This is an optimization exercise on Yosys and OpenROAD, whose aim is small area, a short achievable clock period and few clock cycles, not a production implementation.
Only simulation tests tie the RTL to the original design; equivalence was not proved.

Setup of oak:
==> flow/design.v (excerpt) <==
module ellipse_generator (
  input  logic        clk,
  input  logic        reset,
  input  logic        enable,
  input  logic        run,
  input  logic        ena_pause,
  input  logic [1:0]  quadrant,
  input  logic [11:0] xc,
  input  logic [11:0] yc,
  input  logic [11:0] xr,
  input  logic [11:0] yr,
  output logic        busy,
  output logic        pixel_data_rdy,
  output logic        ellipse_complete,
  output logic [11:0] x_coord,
  output logic [11:0] y_coord
);
Size: about 310 flip-flops, ~82 I/O pins, ~0.028 mm2 of cells after synthesis.
==> flow/config.mk <==
export PLATFORM = sky130hd
export DESIGN_NAME = ellipse_generator
export DESIGN_NICKNAME = ellipse_generator
export VERILOG_FILES = /design/flow/design.v
export SDC_FILE = /design/flow/constraint.sdc
export NUM_CORES = 4
export LEC_CHECK = 0
export ABC_AREA = 1
export CAP_MARGIN = 20
export CORE_MARGIN = 2
export CORE_UTILIZATION = 65
export SETUP_SLACK_MARGIN = 4.0
export SLEW_MARGIN = 20
==> flow/constraint.sdc <==
create_clock -name core_clock -period 8.5 [get_ports {clk}]
set_input_delay 1.7000 -clock core_clock [delete_from_list [all_inputs] [get_ports {clk}]]
set_output_delay 1.7000 -clock core_clock [all_outputs]
set_load 0.01 [all_outputs]
run.sh (not shown) runs the stock make flow with config.mk's settings and CLKGATE_MAP_FILE= SYNTH_SCRIPT=/design/flow/synth_recipe.tcl, a recipe that flattens the netlist after the stock synthesis.
Testbench counts of oak, summed over its fixed seeds: cycles 112,956.
diff inputs: oak => pine
- a change of SETUP_SLACK_MARGIN from 4.0 to 4.25
==> comparison <==
- pine went all the way through synthesis, placement and routing and the layout is clean on timing, DRC and antenna.
- Diff oak -> pine: portion of the clock cycle consumed by the worst path in the final layout picked up an extra 0.40 points; final instance area picked up an extra 0.0012 mm2.
- pine against oak: final number of max-transition violations now sits at about the same level; non-clock buffer count went up 57; routed wire length saw an increase; delay of the slowest critical-path stage now larger.
- pine vs. oak: number of clock buffers in the layout has increased; minimum period implied by the final worst setup slack has increased.
- The end point of the critical path comes out A[31] in one run and A[15] in the other, namely in pine and oak respectively.
- Re relative area of non-clock buffer cells in the final design: pine is 1.8 points up on oak.
What birch does differently from pine at the input level:
- changing CORE_UTILIZATION from 65 to 55
- changing SETUP_SLACK_MARGIN from 4.25 to 4.5
Results
- pine and birch ended up with roughly the same post-route clock period utilization.
- Post-layout worst setup margin | birch above pine
- Between pine and birch, the layout inverter count without the clock tree figures differ only marginally.
- In birch relative to pine, number of logic stages on the critical path including buffering had gone down by more than 10%.
- met3 track utilization from global routing in birch is 4.4 points below pine.
- The total wire length of birch is higher than that of pine.
- On final cell area excluding filler cells, birch does worse than pine.
- Going from pine to birch, number of cells on the worst reg-to-reg path shrank by more than 10%.
- First-pass GRT wire length: birch higher than pine
- Going from pine to birch, sequential fraction of total cell area now sits lower, number of buffers outside the clock class in the layout moved up.


ellipse_generator, a different RTL version from the one above (not shown whole).
Size in the first run: ~3300 cells after synthesis, about 290 flip-flops, ~82 I/O pins, roughly 26000 µm² of cells after synthesis.
make LEC_CHECK=0 ABC_AREA=1 CAP_MARGIN=20 CORE_MARGIN=2 CORE_UTILIZATION=65 SETUP_SLACK_MARGIN=4.5 SLEW_MARGIN=20 finish   # period 8.5 ns
The starting point failed in 5_1_grt.
Testbench counts at the start, summed over its fixed seeds: cycles 112,045.
Then changed:
SETUP_SLACK_MARGIN = 3.0   (was 4.5)
Effect: This time the run finished with timing, DRC and antenna clean; area after synthesis stays the same; synthesized cell count does not change.
Then changed:
SETUP_SLACK_MARGIN = 4.0   (was 3.0)
Outcome: Utilization climbs by 4.3 points; synthesized area is unchanged; global-route usage rose by 1.5 points; via count came out higher by about 2.2%; worst hold slack gets better by 12 ps; non-clock buffer count rises by 97; wire length went up by about 5.3%; clock-buffer cell count climbs by 6.
Then changed:
CORE_UTILIZATION = 62   (was 65)
SETUP_SLACK_MARGIN = 4.25   (was 4.0)
After rerunning: Sequential share of layout area fell by 2.1 points; clock-buffer cell count goes up by 6; core utilization goes up by 2.1 points; setup slack is better by 7.3 ps; critical path depth shrinks by 4; first-iteration DRC count rose by 11%; final area climbs by 8.2%.

==> separate check: timing with driven ports <==
The results above use ideal ports. As a check the final layouts listed here were re-extracted and re-timed, cells and wires unchanged. Step 1: set_driving_cell puts a clkbuf_16 on clk and a buf_2 on each other input, an assumption about the parent block. Step 2 times the ports against the registers' clock, not the clock port: input delays grow and output delays shrink by t, the midpoint of the rising clock arrivals with the driver on. a / b / c = ideal / step 1 / step 2; a / b = the first two.
| run | t, ns | slack for setup (ns) | worst register clock-pin slew, ns |
|---|---|---|---|
| oak | 0.641 | 4.077 / 4.067 / 3.464 | 0.07 / 0.07 |
| pine | 0.655 | 4.043 / 4.043 / 3.484 | 0.07 / 0.07 |
| birch | 0.650 | 4.049 / 4.049 / 3.552 | 0.07 / 0.07 |
| the second run of note 2 | 0.633 | 3.169 / 3.196 / 2.574 | 0.07 / 0.07 |
| the third run of note 2 | 0.631 | 3.908 / 3.908 / 3.309 | 0.07 / 0.07 |
| the fourth run of note 2 | 0.655 | 3.915 / 3.915 / 3.414 | 0.07 / 0.07 |
After both steps setup and hold are still met in every run listed. For oak, which loses most, drivers alone change the setup slack by -0.010 ns; drivers and shift together by -0.613 ns.
